Source: an optimization exercise on an open RTL-to-GDS flow (aim: small area and a short achievable clock period). Production flows keep margins and buffers that such runs may drop.
Where RTL was checked, it was by simulation tests only, not by an equivalence proof against the original.
Only the layout flow was run in run 3; the RTL was not checked for function there.

==> flow/design.v, too long to show whole: its modules and the start of the top module <==
// module mac_ctrl: 35 lines
// module mac_mult_stage: 552 lines
// module mac_accumulator: 137 lines
// module mac_top: 53 lines
module mac_top #(
   parameter int A_WIDTH = 18,    
   parameter int B_WIDTH = 18,    
   parameter int P_WIDTH = 48     
) (
   input  logic                      clk,
   input  logic                      rst_n,
   input  logic signed [A_WIDTH-1:0] data_a,
   input  logic signed [B_WIDTH-1:0] data_b,
   input  mac_pkg::mac_op_e          op,
   input  logic                      activate_mac,   
   output logic signed [P_WIDTH-1:0] data_p,
   output logic                      p_valid
);
  // ...
==> flow/flow/run.sh <==
#!/bin/bash
# The standard layout with two changes:
#  - Yosys's coarse 'synth' calls run with -noabc, so that extract_fa sees the
#    full and half adders as the RTL writes them (the later ABC mapping pass is
#    unchanged);
#  - timing repair aims at a setup margin of 7.0 ns.
# The SDC (clock period, I/O delays, loads) is the standard flow's, unchanged.
set -euo pipefail
grep -q '^proc synth {args} { yosys synth -nofsm -noshare {\*}$args }' synth_recipe.tcl
sed 's/yosys synth -nofsm -noshare /yosys synth -nofsm -noshare -noabc /' synth_recipe.tcl > synth_noabc.tcl
bash standard.sh SYNTH_SCRIPT=$PWD/synth_noabc.tcl SETUP_SLACK_MARGIN=7.0 finish > flow_make.log 2>&1
==> flow/standard.sh <==
#!/bin/bash
# synth_recipe.tcl (not shown) runs the flow's synth.tcl, then flattens the netlist and writes it again
# the make line also repeats each setting of config.mk as NAME=value (left out here)
make -C /OpenROAD-flow-scripts/flow DESIGN_CONFIG=/design/flow/config.mk WORK_HOME=/design/flow/orfs CLKGATE_MAP_FILE= SYNTH_SCRIPT=/design/flow/synth_recipe.tcl "${@:-finish}"
==> flow/config.mk <==
export PLATFORM = sky130hd
export DESIGN_NAME = mac_top
export DESIGN_NICKNAME = mac_top
export VERILOG_FILES = /design/flow/design.v
export SDC_FILE = /design/flow/constraint.sdc
export NUM_CORES = 4
export LEC_CHECK = 0
export CAP_MARGIN = 20
export CORE_MARGIN = 2
export CORE_UTILIZATION = 40
export SLEW_MARGIN = 20
==> flow/constraint.sdc <==
create_clock -name core_clock -period 10.0 [get_ports {clk}]
set_input_delay 2.0000 -clock core_clock [delete_from_list [all_inputs] [get_ports {clk}]]
set_output_delay 2.0000 -clock core_clock [all_outputs]
set_load 0.01 [all_outputs]
==> summary.txt, run 1 <==
Final cell count without fillers: 1935
Worst Setup End Kind: flop
Share of cells above drive strength 1: 39.32%
Run status: complete, no violations
Yosys top cell area share: 24.06%
DP HPWL: 24.78 mm
Initial Utilization: 40.64%
Warnings, synthesis: 3
Clock buffers: 20
Row cnt: 68
Largest area contributor in the netlist: dfrtp_1
Hold Startpoint: u_ctrl.valid1_q
Max FO, Critical Path: 13
Root buffer cell: clkbuf_16
Startpoint Class: flop
Hold Vio Cnt, Final: 0
Ant. Diodes: 0
Design Area, Final: 18800 um^2
Multi-input gates: 978
Buffer share of cell area: 12.20%
Sequential fraction of the synthesis area: 29.44%
Worst Reg-to-Reg Cells: 14
Post-synth EDFFs: 0
Wl on met1: 17.82 mm
Synth Area in Simple Gates: 7.335%
Xor-xnor portion of the synthesized cell area: 14.47%
Top Ports: 90
ClkCell Share: 3.435%
Max-capacitance violation count: 0
Vias per cell: 5.457
Syn Area/Cell: 10.72 um^2
Clock Sinks: 168
Hold Crit Class: reg -> reg
Grt peak-use layer: met2
Register bit count reported by yosys: 168
DR top layer: met4
Die width: 191.3 um
CTS tree: built
==> run 2, diff against run 1 <==
==> flow/flow/run.sh (replaced) <==
#!/bin/bash
# The standard layout with two changes:
#  - Yosys's coarse 'synth' calls run with -noabc, so that extract_fa sees the
#    full and half adders as the RTL writes them (the later ABC mapping pass is
#    unchanged);
#  - timing repair aims at a setup margin of 6.5 ns.
# The SDC (clock period, I/O delays, loads) is the standard flow's, unchanged.
set -euo pipefail
grep -q '^proc synth {args} { yosys synth -nofsm -noshare {\*}$args }' synth_recipe.tcl
sed 's/yosys synth -nofsm -noshare /yosys synth -nofsm -noshare -noabc /' synth_recipe.tcl > synth_noabc.tcl
bash standard.sh SYNTH_SCRIPT=$PWD/synth_noabc.tcl SETUP_SLACK_MARGIN=6.5 finish > flow_make.log 2>&1
==> run 2 against run 1 <==
Against the previous run: register-to-register slack improved by 0.14 ns; first-iteration DRC count up 1.3%; via count down 3.9%; synthesized area stayed put; routed wire length fell by 6.0%; sequential share of layout area grew 2.0 points; hold slack improved by 0.0019 ns; critical endpoint is now u_acc.p_q[43].
==> summary.txt, run 2 <==
Die width: 191.3 um (unchanged)
Initial Utilization: 40.64% (unchanged)
Die Y: 191.3 um
Vias per cell: 5.442 (-0.27%)
Pre-antenna DRT Iters: 5
Largest cells by area after synthesis: dfrtp_1 (24%), fa_1 (21%), xnor2_1 (12%)
Clock Skew: 0.01317 ns
Later-pin clock latency in the skew report: 0.44 ns
Final Wtd Congestion: 0.8288
Register bit count reported by yosys: 168 (unchanged)
Syn Area/Cell: 10.72 um^2 (unchanged)
DR vias: 10144
Warnings, synthesis: 3 (unchanged)
Yosys top cell area share: 24.06% (unchanged)
Fillers: 3141
Max Slew Vio Count: 0
DP HPWL: 24.32 mm (-1.9%)
DRT Wirelength: 37.52 mm
Startpoint Class: flop
Most frequent cells in the layout: xnor2_1 (181), a22oi_1 (142), fa_1 (129)
CTS buffer count: 17
Worst rel slew slack: 38.70%
Post-route setup slack: 6.392 ns
Ant. Diodes: 0 (unchanged)
Post-synth top cells: xnor2_1 (187), a22oi_1 (153), fa_1 (147)
Worst Setup End Kind: flop
Worst Max-Slew Pin Slew: 0.9195 ns
Critical Path Max Stage Delay: 0.51 ns
H-tree depth: 4
CTS tree: built
Most common cell after layout, fill and taps aside: xnor2_1
Gr ovfl total: 0
CP max stage cell: dfrtp_2
Share of cells above drive strength 1: 21.72% (-18 points)
Hold Vio Cnt, Final: 0 (unchanged)
Routed Antenna Nets: 0
Sequential fraction of the synthesis area: 29.44% (unchanged)
Run status: complete, no violations
Top delay family on crit path: compound AO/OA/AOI/OAI gates
Total Neg Setup Slack: 0 ns
Initial antenna violation count: 0
Final Critical Period: 3.608 ns
Nets: 1665
First-pass GRT wire length: 57.39 mm
Clock Path Buffers: 2
Row cnt: 68 (unchanged)
Worst EP arrival: 3.94 ns
Clock Sinks: 168 (unchanged)
Residual DRC: 0
Pre-CTS setup slack: 5.777 ns
CTS Hold Bufs: 0
Top-count cell post-synth: xnor2_1
Max-capacitance violation count: 0 (unchanged)
Largest area contributor in the netlist: dfrtp_1
RSZ-0062 raised after global routing: true
Achievable Freq: 277.2 MHz
Number of global-route vias before repair: 10378
Final Setup Violations: 0
Die Area: 36610 um^2
Post-synth EDFFs: 0 (unchanged)
Critical Path RT: 10.33 ns
Hold Crit Class: reg -> reg
Synth-to-Final Area Change: 23.40%
1st-iter DRT viols: 851
Clk slew on worst S/H paths: 0.07 ns
Root buffer cell: clkbuf_16
Buf/Inv on CP: 1
Max FO, Critical Path: 7 (-6)
Routed len/inst: 20.13 um
Post-Syn Area: 14040 um^2
Largest net degree at the start of global routing: 78
Top Ports: 90 (unchanged)
Post-synth net total: 1578
Port Buf Inserts: 89
Main synth FF type: dfrtp_1
Post-Syn Instances: 1309
Total Routing Usage GR: 20.09%
Ys async rst share: 89.29%
Worst path cell trace: buf_6 > nor2b_2 > fa_1 > ha_2 > nand2_1 > nor3_2 > nand3_1 > o21a_2 > a21oi_4 > o31ai_4 > o41ai_4 > a31oi_1 > xnor2_1
Setup CP Type: reg -> reg
Largest registers: u_acc.p_q (48), u_mult.r0_q (35), u_mult.r1_q (34)
Total core area: 34540 um^2
Biggest register: u_acc.p_q
Crit share post-route: 36.08%
Library cells used by synthesis: 60
Largest register FFs: 48
[run 2: cell types whose count changed in the layout (fill, tap and decap cells not counted), sizes merged]
cell           change
inv                -1
bufbuf             +1
buf              -124
clkinvlp           +2
clkinv             +2
clkdlybuf4s50     +49
[run 2: path summary, 6_finish.rpt]
check,startpoint,endpoint,slack [ns],cells after the start
worst max-delay path,u_ctrl.clr2_q,u_acc.p_q[43],6.39,13
worst min-delay path,u_ctrl.valid1_q,u_ctrl.valid2_q,0.35,0
worst max register to register,u_ctrl.clr2_q,u_acc.p_q[43],6.39,13
worst min register to register,u_ctrl.valid1_q,u_ctrl.valid2_q,0.35,0
max in group asynchronous,rst_n,u_ctrl.clr2_q,6.93,2
min in group asynchronous,rst_n,u_mult.one_q[0],1.59,1
[run 2: repair_timing]
item	4_1_cts	5_1_grt
cloned	1	3
endpoints found under the setup margin	52	35
resized for setup	91	135
pin swaps	8	59
buffers inserted	27	48
hold endpoints to repair	0	0
[run 2: cell families after synthesis]
logic type,after synthesis,share of synthesized area (%)
AOI/OAI and AO/OA,319,16.07
xor gates and xnor gates,232,14.47
adders and majority gates,228,28.18
and+or+nand+nor,199,7.335
DFF,168,29.44
buffers and inverters,163,4.501
[run 2: cell type report]
type	count	area, um^2	share of cell area, %
sequential	168	4270	24.65
tap	455	569.3	3.286
multi-input combinational	978	9962	57.50
inverter	53	198.9	1.148
clock buffer	17	425.4	2.456
clock inverter	15	192.7	1.112
timing repair buffer	178	1705	9.844
[run 2: stage by stage]
stage	instance area (um^2)	std cells	hold WS [ns]	util, %
detailed placement	15140	1753	0.3387	43.84
finish	17320	1864	0.3516	50.15
floorplan	14080	1309	0.3312	-
global placement	15140	1753	0.3354	43.84
CTS	16260	1813	0.3545	47.07
global route	17320	1864	0.3690	50.15
[run 2: routing by layer]
| metal | wire (um) | vias up | global-route usage [%] | part of all wire, % |
|---|---|---|---|---|
| li1 | - | 4620 | - | - |
| met1 | 17400 | 5110 | 29.21 | 46 |
| met2 | 17000 | 371 | 30.51 | 45 |
| met3 | 2474 | 43 | 4.204 | 6.6 |
| met4 | 640 | 0 | 5.000 | 1.7 |
| met5 | 0 | - | 0 | 0 |
==> module mac_accumulator, before the edit <==
module mac_accumulator #(
   parameter int P_WIDTH = 48
) (
   input  logic               clk,
   input  logic               rst_n,
   input  logic               clr,        
   input  logic               valid,      
   input  logic [P_WIDTH-1:0] row0,
   input  logic [P_WIDTH-1:0] row1,
   output logic [P_WIDTH-1:0] data_p,
   output logic               p_valid
);
   logic [P_WIDTH-1:0] p_q;
   logic [P_WIDTH-1:0] x;
   logic [P_WIDTH-1:0] sa, sb;
   logic [P_WIDTH-1:0] p_next;
   logic               valid_q;
   assign x = p_q & ~{P_WIDTH{clr}};
   logic a1, a2, a3, a4, a5, a6, a7, a8, a9, a10, a11, a12;
   logic a13, a14, a15, a16, a17, a18, a19, a20, a21, a22, a23, a24;
   logic a25, a26, a27, a28, a29, a30, a31, a32, a33, a34, a35, a36;
   logic a37, a38, a39, a40, a41, a42, a43, a44, a45, a46, a47, a48;
   logic a49, a50, a51, a52, a53, a54, a55, a56, a57, a58, a59, a60;
   logic a61, a62, a63, a64, a65, a66, a67, a68, a69, a70, a71, a72;
   logic a73, a74, a75, a76, a77, a78, a79, a80, a81, a82, a83, a84;
   logic a85, a86, a87, a88, a89, a90, a91, a92, a93, a94, a95, a96;
   assign a1 = x[0] ^ row0[0] ^ row1[0];
   assign a2 = (x[0] & row0[0]) | (x[0] & row1[0]) | (row0[0] & row1[0]);
   assign a3 = x[1] ^ row0[1];
   assign a4 = x[1] & row0[1];
   assign a5 = x[2] ^ row0[2] ^ row1[2];
   assign a6 = (x[2] & row0[2]) | (x[2] & row1[2]) | (row0[2] & row1[2]);
   assign a7 = x[3] ^ row0[3] ^ row1[3];
   assign a8 = (x[3] & row0[3]) | (x[3] & row1[3]) | (row0[3] & row1[3]);
   assign a9 = x[4] ^ row0[4] ^ row1[4];
   assign a10 = (x[4] & row0[4]) | (x[4] & row1[4]) | (row0[4] & row1[4]);
   assign a11 = x[5] ^ row0[5] ^ row1[5];
   assign a12 = (x[5] & row0[5]) | (x[5] & row1[5]) | (row0[5] & row1[5]);
   assign a13 = x[6] ^ row0[6] ^ row1[6];
   assign a14 = (x[6] & row0[6]) | (x[6] & row1[6]) | (row0[6] & row1[6]);
   assign a15 = x[7] ^ row0[7] ^ row1[7];
   assign a16 = (x[7] & row0[7]) | (x[7] & row1[7]) | (row0[7] & row1[7]);
   assign a17 = x[8] ^ row0[8] ^ row1[8];
   assign a18 = (x[8] & row0[8]) | (x[8] & row1[8]) | (row0[8] & row1[8]);
   assign a19 = x[9] ^ row0[9] ^ row1[9];
   assign a20 = (x[9] & row0[9]) | (x[9] & row1[9]) | (row0[9] & row1[9]);
   assign a21 = x[10] ^ row0[10] ^ row1[10];
   assign a22 = (x[10] & row0[10]) | (x[10] & row1[10]) | (row0[10] & row1[10]);
   assign a23 = x[11] ^ row0[11] ^ row1[11];
   assign a24 = (x[11] & row0[11]) | (x[11] & row1[11]) | (row0[11] & row1[11]);
   assign a25 = x[12] ^ row0[12] ^ row1[12];
   assign a26 = (x[12] & row0[12]) | (x[12] & row1[12]) | (row0[12] & row1[12]);
   assign a27 = x[13] ^ row0[13] ^ row1[13];
   assign a28 = (x[13] & row0[13]) | (x[13] & row1[13]) | (row0[13] & row1[13]);
   assign a29 = x[14] ^ row0[14] ^ row1[14];
   assign a30 = (x[14] & row0[14]) | (x[14] & row1[14]) | (row0[14] & row1[14]);
   assign a31 = x[15] ^ row0[15] ^ row1[15];
   assign a32 = (x[15] & row0[15]) | (x[15] & row1[15]) | (row0[15] & row1[15]);
   assign a33 = x[16] ^ row0[16] ^ row1[16];
   assign a34 = (x[16] & row0[16]) | (x[16] & row1[16]) | (row0[16] & row1[16]);
   assign a35 = x[17] ^ row0[17] ^ row1[17];
   assign a36 = (x[17] & row0[17]) | (x[17] & row1[17]) | (row0[17] & row1[17]);
   assign a37 = x[18] ^ row0[18] ^ row1[18];
   assign a38 = (x[18] & row0[18]) | (x[18] & row1[18]) | (row0[18] & row1[18]);
   assign a39 = x[19] ^ row0[19] ^ row1[19];
   assign a40 = (x[19] & row0[19]) | (x[19] & row1[19]) | (row0[19] & row1[19]);
   assign a41 = x[20] ^ row0[20] ^ row1[20];
   assign a42 = (x[20] & row0[20]) | (x[20] & row1[20]) | (row0[20] & row1[20]);
   assign a43 = x[21] ^ row0[21] ^ row1[21];
   assign a44 = (x[21] & row0[21]) | (x[21] & row1[21]) | (row0[21] & row1[21]);
   assign a45 = x[22] ^ row0[22] ^ row1[22];
   assign a46 = (x[22] & row0[22]) | (x[22] & row1[22]) | (row0[22] & row1[22]);
   assign a47 = x[23] ^ row0[23] ^ row1[23];
   assign a48 = (x[23] & row0[23]) | (x[23] & row1[23]) | (row0[23] & row1[23]);
   assign a49 = x[24] ^ row0[24] ^ row1[24];
   assign a50 = (x[24] & row0[24]) | (x[24] & row1[24]) | (row0[24] & row1[24]);
   assign a51 = x[25] ^ row0[25] ^ row1[25];
   assign a52 = (x[25] & row0[25]) | (x[25] & row1[25]) | (row0[25] & row1[25]);
   assign a53 = x[26] ^ row0[26] ^ row1[26];
   assign a54 = (x[26] & row0[26]) | (x[26] & row1[26]) | (row0[26] & row1[26]);
   assign a55 = x[27] ^ row0[27] ^ row1[27];
   assign a56 = (x[27] & row0[27]) | (x[27] & row1[27]) | (row0[27] & row1[27]);
   assign a57 = x[28] ^ row0[28] ^ row1[28];
   assign a58 = (x[28] & row0[28]) | (x[28] & row1[28]) | (row0[28] & row1[28]);
   assign a59 = x[29] ^ row0[29] ^ row1[29];
   assign a60 = (x[29] & row0[29]) | (x[29] & row1[29]) | (row0[29] & row1[29]);
   assign a61 = x[30] ^ row0[30] ^ row1[30];
   assign a62 = (x[30] & row0[30]) | (x[30] & row1[30]) | (row0[30] & row1[30]);
   assign a63 = x[31] ^ row0[31] ^ row1[31];
   assign a64 = (x[31] & row0[31]) | (x[31] & row1[31]) | (row0[31] & row1[31]);
   assign a65 = x[32] ^ row0[32] ^ row1[32];
   assign a66 = (x[32] & row0[32]) | (x[32] & row1[32]) | (row0[32] & row1[32]);
   assign a67 = x[33] ^ row0[33] ^ row1[33];
   assign a68 = (x[33] & row0[33]) | (x[33] & row1[33]) | (row0[33] & row1[33]);
   assign a69 = x[34] ^ row0[34] ^ row1[34];
   assign a70 = (x[34] & row0[34]) | (x[34] & row1[34]) | (row0[34] & row1[34]);
   assign a71 = x[35] ^ 1'b1;
   assign a72 = x[35] & 1'b1;
   assign a73 = x[36] ^ 1'b1;
   assign a74 = x[36] & 1'b1;
   assign a75 = x[37] ^ 1'b1;
   assign a76 = x[37] & 1'b1;
   assign a77 = x[38] ^ 1'b1;
   assign a78 = x[38] & 1'b1;
   assign a79 = x[39] ^ 1'b1;
   assign a80 = x[39] & 1'b1;
   assign a81 = x[40] ^ 1'b1;
   assign a82 = x[40] & 1'b1;
   assign a83 = x[41] ^ 1'b1;
   assign a84 = x[41] & 1'b1;
   assign a85 = x[42] ^ 1'b1;
   assign a86 = x[42] & 1'b1;
   assign a87 = x[43] ^ 1'b1;
   assign a88 = x[43] & 1'b1;
   assign a89 = x[44] ^ 1'b1;
   assign a90 = x[44] & 1'b1;
   assign a91 = x[45] ^ 1'b1;
   assign a92 = x[45] & 1'b1;
   assign a93 = x[46] ^ 1'b1;
   assign a94 = x[46] & 1'b1;
   assign a95 = x[47] ^ 1'b1;
   assign a96 = x[47] & 1'b1;
   assign sa = {a95, a93, a91, a89, a87, a85, a83, a81, a79, a77, a75, a73, a71, a69, a67, a65, a63, a61, a59, a57, a55, a53, a51, a49, a47, a45, a43, a41, a39, a37, a35, a33, a31, a29, a27, a25, a23, a21, a19, a17, a15, a13, a11, a9, a7, a5, a3, a1};
   assign sb = {a94, a92, a90, a88, a86, a84, a82, a80, a78, a76, a74, a72, a70, a68, a66, a64, a62, a60, a58, a56, a54, a52, a50, a48, a46, a44, a42, a40, a38, a36, a34, a32, a30, a28, a26, a24, a22, a20, a18, a16, a14, a12, a10, a8, a6, a4, a2, 1'b0};
   assign p_next = sa + sb;
   always_ff @(posedge clk or negedge rst_n) begin
      if (!rst_n) begin
         p_q     <= '0;
         valid_q <= 1'b0;
      end else begin
         p_q     <= p_next;
         valid_q <= valid;
      end
   end
   assign data_p  = p_q;
   assign p_valid = valid_q;
endmodule
==> run 3, diff against run 2 <==
--- a/flow/design.v
+++ b/flow/design.v
@@ -725,7 +725,302 @@
    assign a96 = x[47] & 1'b1;
    assign sa = {a95, a93, a91, a89, a87, a85, a83, a81, a79, a77, a75, a73, a71, a69, a67, a65, a63, a61, a59, a57, a55, a53, a51, a49, a47, a45, a43, a41, a39, a37, a35, a33, a31, a29, a27, a25, a23, a21, a19, a17, a15, a13, a11, a9, a7, a5, a3, a1};
    assign sb = {a94, a92, a90, a88, a86, a84, a82, a80, a78, a76, a74, a72, a70, a68, a66, a64, a62, a60, a58, a56, a54, a52, a50, a48, a46, a44, a42, a40, a38, a36, a34, a32, a30, a28, a26, a24, a22, a20, a18, a16, a14, a12, a10, a8, a6, a4, a2, 1'b0};
-   assign p_next = sa + sb;
+   logic kG1, kP1, kG2, kP2, kG3, kP3, kG4, kP4, kG5, kP5, kG6, kP6;
+   logic kG7, kP7, kG8, kP8, kG9, kP9, kG10, kP10, kG11, kP11, kG12, kP12;
+   logic kG13, kP13, kG14, kP14, kG15, kP15, kG16, kP16, kG17, kP17, kG18, kP18;
+   logic kG19, kP19, kG20, kP20, kG21, kP21, kG22, kP22, kG23, kP23, kG24, kP24;
+   logic kG25, kG26, kP26, kG27, kP27, kG28, kP28, kG29, kP29, kG30, kP30, kG31;
+   logic kP31, kG32, kP32, kG33, kP33, kG34, kP34, kG35, kP35, kG36, kP36, kG37;
+   logic kP37, kG38, kP38, kG39, kP39, kG40, kP40, kG41, kP41, kG42, kP42, kG43;
+   logic kP43, kG44, kP44, kG45, kP45, kG46, kP46, kG47, kP47, kG48, kG49, kG50;
+   logic kP50, kG51, kP51, kG52, kP52, kG53, kP53, kG54, kP54, kG55, kP55, kG56;
+   logic kP56, kG57, kP57, kG58, kP58, kG59, kP59, kG60, kP60, kG61, kP61, kG62;
+   logic kP62, kG63, kP63, kG64, kP64, kG65, kP65, kG66, kP66, kG67, kP67, kG68;
+   logic kP68, kG69, kP69, kG70, kG71, kG72, kG73, kG74, kP74, kG75, kP75, kG76;
+   logic kP76, kG77, kP77, kG78, kP78, kG79, kP79, kG80, kP80, kG81, kP81, kG82;
+   logic kP82, kG83, kP83, kG84, kP84, kG85, kP85, kG86, kP86, kG87, kP87, kG88;
+   logic kP88, kG89, kP89, kG90, kG91, kG92, kG93, kG94, kG95, kG96, kG97, kG98;
+   logic kP98, kG99, kP99, kG100, kP100, kG101, kP101, kG102, kP102, kG103, kP103, kG104;
+   logic kP104, kG105, kP105, kG106, kG107, kG108, kG109, kG110, kG111, kG112, kG113, kG114;
+   logic kG115, kG116, kG117, kG118, kG119, kG120, kG121, kG122, kG123, kG124, kG125, kG126;
+   logic kG127, kG128, kG129, kG130, kG131, kG132, kG133, kG134, kG135, kG136;
+   logic [P_WIDTH-1:0] kg, kp;
+   assign kg = sa & sb;
+   assign kp = sa ^ sb;
+   assign kG1 = kg[1] | (kp[1] & kg[0]);
+   assign kP1 = kp[1] & kp[0];
+   assign kG2 = kg[3] | (kp[3] & kg[2]);
+   assign kP2 = kp[3] & kp[2];
+   assign kG3 = kg[5] | (kp[5] & kg[4]);
+   assign kP3 = kp[5] & kp[4];
+   assign kG4 = kg[7] | (kp[7] & kg[6]);
+   assign kP4 = kp[7] & kp[6];
+   assign kG5 = kg[9] | (kp[9] & kg[8]);
+   assign kP5 = kp[9] & kp[8];
+   assign kG6 = kg[11] | (kp[11] & kg[10]);
+   assign kP6 = kp[11] & kp[10];
+   assign kG7 = kg[13] | (kp[13] & kg[12]);
+   assign kP7 = kp[13] & kp[12];
+   assign kG8 = kg[15] | (kp[15] & kg[14]);
+   assign kP8 = kp[15] & kp[14];
+   assign kG9 = kg[17] | (kp[17] & kg[16]);
+   assign kP9 = kp[17] & kp[16];
+   assign kG10 = kg[19] | (kp[19] & kg[18]);
+   assign kP10 = kp[19] & kp[18];
+   assign kG11 = kg[21] | (kp[21] & kg[20]);
+   assign kP11 = kp[21] & kp[20];
+   assign kG12 = kg[23] | (kp[23] & kg[22]);
+   assign kP12 = kp[23] & kp[22];
+   assign kG13 = kg[25] | (kp[25] & kg[24]);
+   assign kP13 = kp[25] & kp[24];
+   assign kG14 = kg[27] | (kp[27] & kg[26]);
+   assign kP14 = kp[27] & kp[26];
+   assign kG15 = kg[29] | (kp[29] & kg[28]);
+   assign kP15 = kp[29] & kp[28];
+   assign kG16 = kg[31] | (kp[31] & kg[30]);
+   assign kP16 = kp[31] & kp[30];
+   assign kG17 = kg[33] | (kp[33] & kg[32]);
+   assign kP17 = kp[33] & kp[32];
+   assign kG18 = kg[35] | (kp[35] & kg[34]);
+   assign kP18 = kp[35] & kp[34];
+   assign kG19 = kg[37] | (kp[37] & kg[36]);
+   assign kP19 = kp[37] & kp[36];
+   assign kG20 = kg[39] | (kp[39] & kg[38]);
+   assign kP20 = kp[39] & kp[38];
+   assign kG21 = kg[41] | (kp[41] & kg[40]);
+   assign kP21 = kp[41] & kp[40];
+   assign kG22 = kg[43] | (kp[43] & kg[42]);
+   assign kP22 = kp[43] & kp[42];
+   assign kG23 = kg[45] | (kp[45] & kg[44]);
+   assign kP23 = kp[45] & kp[44];
+   assign kG24 = kg[47] | (kp[47] & kg[46]);
+   assign kP24 = kp[47] & kp[46];
+   assign kG25 = kG2 | (kP2 & kG1);
+   assign kG26 = kG3 | (kP3 & kG2);
+   assign kP26 = kP3 & kP2;
+   assign kG27 = kG4 | (kP4 & kG3);
+   assign kP27 = kP4 & kP3;
+   assign kG28 = kG5 | (kP5 & kG4);
+   assign kP28 = kP5 & kP4;
+   assign kG29 = kG6 | (kP6 & kG5);
+   assign kP29 = kP6 & kP5;
+   assign kG30 = kG7 | (kP7 & kG6);
+   assign kP30 = kP7 & kP6;
+   assign kG31 = kG8 | (kP8 & kG7);
+   assign kP31 = kP8 & kP7;
+   assign kG32 = kG9 | (kP9 & kG8);
+   assign kP32 = kP9 & kP8;
+   assign kG33 = kG10 | (kP10 & kG9);
+   assign kP33 = kP10 & kP9;
+   assign kG34 = kG11 | (kP11 & kG10);
+   assign kP34 = kP11 & kP10;
+   assign kG35 = kG12 | (kP12 & kG11);
+   assign kP35 = kP12 & kP11;
+   assign kG36 = kG13 | (kP13 & kG12);
+   assign kP36 = kP13 & kP12;
+   assign kG37 = kG14 | (kP14 & kG13);
+   assign kP37 = kP14 & kP13;
+   assign kG38 = kG15 | (kP15 & kG14);
+   assign kP38 = kP15 & kP14;
+   assign kG39 = kG16 | (kP16 & kG15);
+   assign kP39 = kP16 & kP15;
+   assign kG40 = kG17 | (kP17 & kG16);
+   assign kP40 = kP17 & kP16;
+   assign kG41 = kG18 | (kP18 & kG17);
+   assign kP41 = kP18 & kP17;
+   assign kG42 = kG19 | (kP19 & kG18);
+   assign kP42 = kP19 & kP18;
+   assign kG43 = kG20 | (kP20 & kG19);
+   assign kP43 = kP20 & kP19;
+   assign kG44 = kG21 | (kP21 & kG20);
+   assign kP44 = kP21 & kP20;
+   assign kG45 = kG22 | (kP22 & kG21);
+   assign kP45 = kP22 & kP21;
+   assign kG46 = kG23 | (kP23 & kG22);
+   assign kP46 = kP23 & kP22;
+   assign kG47 = kG24 | (kP24 & kG23);
+   assign kP47 = kP24 & kP23;
+   assign kG48 = kG26 | (kP26 & kG1);
+   assign kG49 = kG27 | (kP27 & kG25);
+   assign kG50 = kG28 | (kP28 & kG26);
+   assign kP50 = kP28 & kP26;
+   assign kG51 = kG29 | (kP29 & kG27);
+   assign kP51 = kP29 & kP27;
+   assign kG52 = kG30 | (kP30 & kG28);
+   assign kP52 = kP30 & kP28;
+   assign kG53 = kG31 | (kP31 & kG29);
+   assign kP53 = kP31 & kP29;
+   assign kG54 = kG32 | (kP32 & kG30);
+   assign kP54 = kP32 & kP30;
+   assign kG55 = kG33 | (kP33 & kG31);
+   assign kP55 = kP33 & kP31;
+   assign kG56 = kG34 | (kP34 & kG32);
+   assign kP56 = kP34 & kP32;
+   assign kG57 = kG35 | (kP35 & kG33);
+   assign kP57 = kP35 & kP33;
+   assign kG58 = kG36 | (kP36 & kG34);
+   assign kP58 = kP36 & kP34;
+   assign kG59 = kG37 | (kP37 & kG35);
+   assign kP59 = kP37 & kP35;
+   assign kG60 = kG38 | (kP38 & kG36);
+   assign kP60 = kP38 & kP36;
+   assign kG61 = kG39 | (kP39 & kG37);
+   assign kP61 = kP39 & kP37;
+   assign kG62 = kG40 | (kP40 & kG38);
+   assign kP62 = kP40 & kP38;
+   assign kG63 = kG41 | (kP41 & kG39);
+   assign kP63 = kP41 & kP39;
+   assign kG64 = kG42 | (kP42 & kG40);
+   assign kP64 = kP42 & kP40;
+   assign kG65 = kG43 | (kP43 & kG41);
+   assign kP65 = kP43 & kP41;
+   assign kG66 = kG44 | (kP44 & kG42);
+   assign kP66 = kP44 & kP42;
+   assign kG67 = kG45 | (kP45 & kG43);
+   assign kP67 = kP45 & kP43;
+   assign kG68 = kG46 | (kP46 & kG44);
+   assign kP68 = kP46 & kP44;
+   assign kG69 = kG47 | (kP47 & kG45);
+   assign kP69 = kP47 & kP45;
+   assign kG70 = kG50 | (kP50 & kG1);
+   assign kG71 = kG51 | (kP51 & kG25);
+   assign kG72 = kG52 | (kP52 & kG48);
+   assign kG73 = kG53 | (kP53 & kG49);
+   assign kG74 = kG54 | (kP54 & kG50);
+   assign kP74 = kP54 & kP50;
+   assign kG75 = kG55 | (kP55 & kG51);
+   assign kP75 = kP55 & kP51;
+   assign kG76 = kG56 | (kP56 & kG52);
+   assign kP76 = kP56 & kP52;
+   assign kG77 = kG57 | (kP57 & kG53);
+   assign kP77 = kP57 & kP53;
+   assign kG78 = kG58 | (kP58 & kG54);
+   assign kP78 = kP58 & kP54;
+   assign kG79 = kG59 | (kP59 & kG55);
+   assign kP79 = kP59 & kP55;
+   assign kG80 = kG60 | (kP60 & kG56);
+   assign kP80 = kP60 & kP56;
+   assign kG81 = kG61 | (kP61 & kG57);
+   assign kP81 = kP61 & kP57;
+   assign kG82 = kG62 | (kP62 & kG58);
+   assign kP82 = kP62 & kP58;
+   assign kG83 = kG63 | (kP63 & kG59);
+   assign kP83 = kP63 & kP59;
+   assign kG84 = kG64 | (kP64 & kG60);
+   assign kP84 = kP64 & kP60;
+   assign kG85 = kG65 | (kP65 & kG61);
+   assign kP85 = kP65 & kP61;
+   assign kG86 = kG66 | (kP66 & kG62);
+   assign kP86 = kP66 & kP62;
+   assign kG87 = kG67 | (kP67 & kG63);
+   assign kP87 = kP67 & kP63;
+   assign kG88 = kG68 | (kP68 & kG64);
+   assign kP88 = kP68 & kP64;
+   assign kG89 = kG69 | (kP69 & kG65);
+   assign kP89 = kP69 & kP65;
+   assign kG90 = kG74 | (kP74 & kG1);
+   assign kG91 = kG75 | (kP75 & kG25);
+   assign kG92 = kG76 | (kP76 & kG48);
+   assign kG93 = kG77 | (kP77 & kG49);
+   assign kG94 = kG78 | (kP78 & kG70);
+   assign kG95 = kG79 | (kP79 & kG71);
+   assign kG96 = kG80 | (kP80 & kG72);
+   assign kG97 = kG81 | (kP81 & kG73);
+   assign kG98 = kG82 | (kP82 & kG74);
+   assign kP98 = kP82 & kP74;
+   assign kG99 = kG83 | (kP83 & kG75);
+   assign kP99 = kP83 & kP75;
+   assign kG100 = kG84 | (kP84 & kG76);
+   assign kP100 = kP84 & kP76;
+   assign kG101 = kG85 | (kP85 & kG77);
+   assign kP101 = kP85 & kP77;
+   assign kG102 = kG86 | (kP86 & kG78);
+   assign kP102 = kP86 & kP78;
+   assign kG103 = kG87 | (kP87 & kG79);
+   assign kP103 = kP87 & kP79;
+   assign kG104 = kG88 | (kP88 & kG80);
+   assign kP104 = kP88 & kP80;
+   assign kG105 = kG89 | (kP89 & kG81);
+   assign kP105 = kP89 & kP81;
+   assign kG106 = kG98 | (kP98 & kG1);
+   assign kG107 = kG99 | (kP99 & kG25);
+   assign kG108 = kG100 | (kP100 & kG48);
+   assign kG109 = kG101 | (kP101 & kG49);
+   assign kG110 = kG102 | (kP102 & kG70);
+   assign kG111 = kG103 | (kP103 & kG71);
+   assign kG112 = kG104 | (kP104 & kG72);
+   assign kG113 = kG105 | (kP105 & kG73);
+   assign kG114 = kg[2] | (kp[2] & kG1);
+   assign kG115 = kg[4] | (kp[4] & kG25);
+   assign kG116 = kg[6] | (kp[6] & kG48);
+   assign kG117 = kg[8] | (kp[8] & kG49);
+   assign kG118 = kg[10] | (kp[10] & kG70);
+   assign kG119 = kg[12] | (kp[12] & kG71);
+   assign kG120 = kg[14] | (kp[14] & kG72);
+   assign kG121 = kg[16] | (kp[16] & kG73);
+   assign kG122 = kg[18] | (kp[18] & kG90);
+   assign kG123 = kg[20] | (kp[20] & kG91);
+   assign kG124 = kg[22] | (kp[22] & kG92);
+   assign kG125 = kg[24] | (kp[24] & kG93);
+   assign kG126 = kg[26] | (kp[26] & kG94);
+   assign kG127 = kg[28] | (kp[28] & kG95);
+   assign kG128 = kg[30] | (kp[30] & kG96);
+   assign kG129 = kg[32] | (kp[32] & kG97);
+   assign kG130 = kg[34] | (kp[34] & kG106);
+   assign kG131 = kg[36] | (kp[36] & kG107);
+   assign kG132 = kg[38] | (kp[38] & kG108);
+   assign kG133 = kg[40] | (kp[40] & kG109);
+   assign kG134 = kg[42] | (kp[42] & kG110);
+   assign kG135 = kg[44] | (kp[44] & kG111);
+   assign kG136 = kg[46] | (kp[46] & kG112);
+   assign p_next[0] = kp[0];
+   assign p_next[1] = kp[1] ^ kg[0];
+   assign p_next[2] = kp[2] ^ kG1;
+   assign p_next[3] = kp[3] ^ kG114;
+   assign p_next[4] = kp[4] ^ kG25;
+   assign p_next[5] = kp[5] ^ kG115;
+   assign p_next[6] = kp[6] ^ kG48;
+   assign p_next[7] = kp[7] ^ kG116;
+   assign p_next[8] = kp[8] ^ kG49;
+   assign p_next[9] = kp[9] ^ kG117;
+   assign p_next[10] = kp[10] ^ kG70;
+   assign p_next[11] = kp[11] ^ kG118;
+   assign p_next[12] = kp[12] ^ kG71;
+   assign p_next[13] = kp[13] ^ kG119;
+   assign p_next[14] = kp[14] ^ kG72;
+   assign p_next[15] = kp[15] ^ kG120;
+   assign p_next[16] = kp[16] ^ kG73;
+   assign p_next[17] = kp[17] ^ kG121;
+   assign p_next[18] = kp[18] ^ kG90;
+   assign p_next[19] = kp[19] ^ kG122;
+   assign p_next[20] = kp[20] ^ kG91;
+   assign p_next[21] = kp[21] ^ kG123;
+   assign p_next[22] = kp[22] ^ kG92;
+   assign p_next[23] = kp[23] ^ kG124;
+   assign p_next[24] = kp[24] ^ kG93;
+   assign p_next[25] = kp[25] ^ kG125;
+   assign p_next[26] = kp[26] ^ kG94;
+   assign p_next[27] = kp[27] ^ kG126;
+   assign p_next[28] = kp[28] ^ kG95;
+   assign p_next[29] = kp[29] ^ kG127;
+   assign p_next[30] = kp[30] ^ kG96;
+   assign p_next[31] = kp[31] ^ kG128;
+   assign p_next[32] = kp[32] ^ kG97;
+   assign p_next[33] = kp[33] ^ kG129;
+   assign p_next[34] = kp[34] ^ kG106;
+   assign p_next[35] = kp[35] ^ kG130;
+   assign p_next[36] = kp[36] ^ kG107;
+   assign p_next[37] = kp[37] ^ kG131;
+   assign p_next[38] = kp[38] ^ kG108;
+   assign p_next[39] = kp[39] ^ kG132;
+   assign p_next[40] = kp[40] ^ kG109;
+   assign p_next[41] = kp[41] ^ kG133;
+   assign p_next[42] = kp[42] ^ kG110;
+   assign p_next[43] = kp[43] ^ kG134;
+   assign p_next[44] = kp[44] ^ kG111;
+   assign p_next[45] = kp[45] ^ kG135;
+   assign p_next[46] = kp[46] ^ kG112;
+   assign p_next[47] = kp[47] ^ kG136;
    always_ff @(posedge clk or negedge rst_n) begin
       if (!rst_n) begin
          p_q     <= '0;
==> flow/flow/run.sh (replaced) <==
#!/bin/bash
# The standard layout with three changes:
#  - Yosys's coarse 'synth' calls run with -noabc, so that extract_fa sees the
#    full and half adders as the RTL writes them (the later ABC mapping pass is
#    unchanged);
#  - the port buffers are buf_2 cells (buffer_ports -buffer_cell);
#  - timing repair aims at a setup margin of 6.5 ns.
# The SDC (clock period, I/O delays, loads) is the standard flow's, unchanged. Each make
# step's log stays under orfs/logs; make's own output goes to flow_make.log.
set -euo pipefail
grep -q '^proc synth {args} { yosys synth -nofsm -noshare {\*}$args }' synth_recipe.tcl
sed 's/yosys synth -nofsm -noshare /yosys synth -nofsm -noshare -noabc /' synth_recipe.tcl > synth_noabc.tcl
bash standard.sh SYNTH_SCRIPT=$PWD/synth_noabc.tcl SETUP_SLACK_MARGIN=6.5 \
  "BUFFER_PORTS_ARGS=-buffer_cell sky130_fd_sc_hd__buf_2" finish > flow_make.log 2>&1
==> run 3 against run 2 <==
Against the previous run: sequential share of layout area up 1.5 points; critical endpoint is now u_acc.p_q[35]; synthesized area down 2.8%; highest routed layer unchanged; largest cell class unchanged; critical path type unchanged.
==> summary.txt, run 3 <==
Final Setup Violations: 0 (unchanged)
Total Neg Setup Slack: 0 ns (unchanged)
Setup CP Type: reg -> reg
CTS buffer count: 17 (unchanged)
Max FO, Critical Path: 12 (+5)
Later-pin clock latency in the skew report: 0.44 ns (about the same)
Die width: 188.7 um (-1.4%)
Wl on met1: 16.23 mm (-6.7%)
Final cell count without fillers: 1742 (-6.5%)
Post-synth top cells: fa_1 (169), xnor2_1 (164), a22oi_1 (153)
Worst Setup End Kind: flop
Total Routing Usage GR: 20.16% (+0.071 points)
Clock Path Buffers: 2 (unchanged)
DR top layer: met4
Max-capacitance violation count: 0 (unchanged)
Largest register FFs: 48 (unchanged)
CTS tree: built
H-tree depth: 4 (unchanged)
Final Wtd Congestion: 0.8364 (+0.92%)
Row cnt: 67 (-1.5%)
Achievable Freq: 278.6 MHz (+0.52%)
Initial Utilization: 40.68% (+0.042 points)
Run status: complete, no violations
Post-Syn Area: 13640 um^2 (-2.8%)
Largest registers: u_acc.p_q (48), u_mult.r0_q (35), u_mult.r1_q (34)
Total core area: 33530 um^2 (-2.9%)
Synth-to-Final Area Change: 19.60%
Post-synth EDFFs: 0 (unchanged)
Worst EP arrival: 3.91 ns (-0.03 ns)
Most common cell after layout, fill and taps aside: xnor2_1
Library cells used by synthesis: 50 (-17%)
First-pass GRT wire length: 56.03 mm (-2.4%)
DRT Wirelength: 35.72 mm (-4.8%)
Post-Syn Instances: 1198 (-8.5%)
Hold Crit Class: reg -> reg
Max Slew Vio Count: 0 (unchanged)
Largest area contributor in the netlist: fa_1
Vias per cell: 5.441 (about the same)
Worst rel slew slack: 37.95% (-0.75 points)
Warnings, synthesis: 3 (unchanged)
Crit share post-route: 35.89% (-0.19 points)
Initial antenna violation count: 1 (+1)
Sequential fraction of the synthesis area: 30.29% (+0.86 points)
Placed Cells: 1644 (-6.2%)
DP HPWL: 23.62 mm (-2.9%)
Gr ovfl total: 0 (unchanged)
Hold Vio Cnt, Final: 0 (unchanged)
Pre-CTS setup slack: 5.993 ns (+0.2162 ns)
Ys async rst share: 89.29% (unchanged)
Post-route setup slack: 6.411 ns (+0.01856 ns)
Pre-antenna DRT Iters: 8 (+3)
DR vias: 9479 (-6.6%)
Clk slew on worst S/H paths: 0.07 ns (about the same)
Main synth FF type: dfrtp_1
1st-iter DRT viols: 687 (-19%)
Die Y: 188.7 um (-1.4%)
RSZ-0062 raised after global routing: true
Routed Antenna Nets: 0 (unchanged)
Residual DRC: 0 (unchanged)
Wire length on met2: 15.95 mm (-6.2%)
Share of cells above drive strength 1: 28.15% (+6.4 points)
Largest net degree at the start of global routing: 80 (+2.6%)
Top-count cell post-synth: fa_1
Die Area: 35600 um^2 (-2.8%)
Top Ports: 90 (unchanged)
Biggest register: u_acc.p_q
Clock Skew: 0.01566 ns (+0.002499 ns)
Startpoint Class: flop
Most frequent cells in the layout: xnor2_1 (162), fa_1 (151), a22oi_1 (145)
Routed len/inst: 20.50 um (+1.9%)
Worst Max-Slew Pin Slew: 0.9308 ns (+0.01129 ns)
Syn Area/Cell: 11.39 um^2 (+6.2%)
Fin util: 48.66% (-1.5 points)
Number of global-route vias before repair: 9956 (-4.1%)
Nets: 1570 (-5.7%)
Port Buf Inserts: 89 (unchanged)
Critical Path RT: 10.32 ns (about the same)
Largest cells by area after synthesis: fa_1 (25%), dfrtp_1 (25%), xnor2_1 (11%)
Final Critical Period: 3.589 ns (-0.01856 ns)
Post-synth net total: 1488 (-5.7%)
Register bit count reported by yosys: 168 (unchanged)
Routed wl met3: 2.695 mm (+8.9%)
Yosys top cell area share: 24.80% (+0.74 points)
Clock Sinks: 168 (unchanged)
Root buffer cell: clkbuf_16
-- run 3: final cells by class --
type,instances,area (um^2)
fillers,3028,17220
multi-input cells,872,9515
flip-flops and latches,168,4267
repair buffers,163,1139
well taps,448,560.5
clock buffers,17,425.4
inverters,58,217.7
clock inverters,15,188.9
diodes,1,2.502
-- run 3: cells by family after synthesis --
| family | Yosys count | share of synthesized area, % |
|---|---|---|
| adder cells (fa/ha/maj) | 249 | 32.14 |
| AO/OA/AOI/OAI | 255 | 13.10 |
| flip-flops | 168 | 30.29 |
| AND/OR/NAND/NOR | 155 | 6.310 |
| buffers and inverters | 158 | 4.485 |
| XOR/XNOR | 213 | 13.68 |
-- run 3: layer usage --
layer  global-route usage [%]  up-vias
met5                        0        -
met3                    4.843       52
met1                    28.70     4804
met4                    5.919        0
met2                    30.60      419
li1                         -     4204
-- run 3: repair_timing --
item	CTS	global route
setup buffers	34	28
pin swaps	25	49
hold buffers	0	0
cloned	2	1
endpoints found under the setup margin	48	33
resized for setup	123	81
-- run 3: worst paths after layout --
check,from,end,slack (ns),cells past startpoint
worst max register to register,u_ctrl.clr2_q,u_acc.p_q[35],6.41,12
worst min register to register,u_ctrl.valid1_q,u_ctrl.valid2_q,0.35,0
worst max-delay path,u_ctrl.clr2_q,u_acc.p_q[35],6.41,12
max in group asynchronous,rst_n,u_ctrl.clr2_q,6.97,2
worst min-delay path,u_ctrl.valid1_q,u_ctrl.valid2_q,0.35,0
min in group asynchronous,rst_n,u_mult.neg_q[3],1.60,1
-- run 3: per-stage QoR --
step / hold slack, ns / instance area, um^2
2_1_floorplan: 0.3312 / 13710
3_3_place_gp: 0.3374 / 14340
3_5_place_dp: 0.3393 / 14340
4_1_cts: 0.3552 / 15720
5_1_grt: 0.3655 / 16310
6_report: 0.3501 / 16320
-- run 3: critical path, cell delays in order (launching register included) --
cell	delay, ns
dfrtp_2	0.44
buf_12	0.17
nor2b_1	0.14
fa_1	0.49
ha_4	0.29
a211oi_1	0.20
o21ai_1	0.16
a211oi_4	0.34
nor3_4	0.10
a211o_1	0.30
a221o_1	0.34
fa_2	0.35
xor2_1	0.15

[static timing again, ports no longer ideal]
In the flow no input, the clock included, has a driving cell. The finished layouts below were timed again as built, in two steps.
Step 1: set_driving_cell puts a clkbuf_16 on clk and a buf_2 on each other input, an assumption about the parent block.
Step 2 adds t to the input delays and takes it off the output delays; t is the mean of the earliest and latest rising clock arrival at the registers after step 1. Input paths then give back, and output paths get back, about the clock's delay inside the block.
Slacks: ideal ports / drivers / drivers and shift; pairs: ideal ports / drivers.
| run | t (ns) | setup slack, ns | worst hold slack (ns) | clock arrival spread, ns |
|---|---|---|---|---|
| run 1 | 0.491 | 6.257 / 6.257 / 6.257 | 0.350 / 0.350 / 0.350 | 0.016 / 0.016 |
| run 2 | 0.489 | 6.392 / 6.392 / 6.288 | 0.352 / 0.352 / 0.352 | 0.014 / 0.015 |
| run 3 | 0.483 | 6.411 / 6.411 / 6.411 | 0.350 / 0.350 / 0.350 | 0.016 / 0.016 |
After both steps every run listed still meets setup and hold. The setup slack of run 2, which loses most, moves by 0.000 ns with the drivers and by -0.104 ns with both steps.
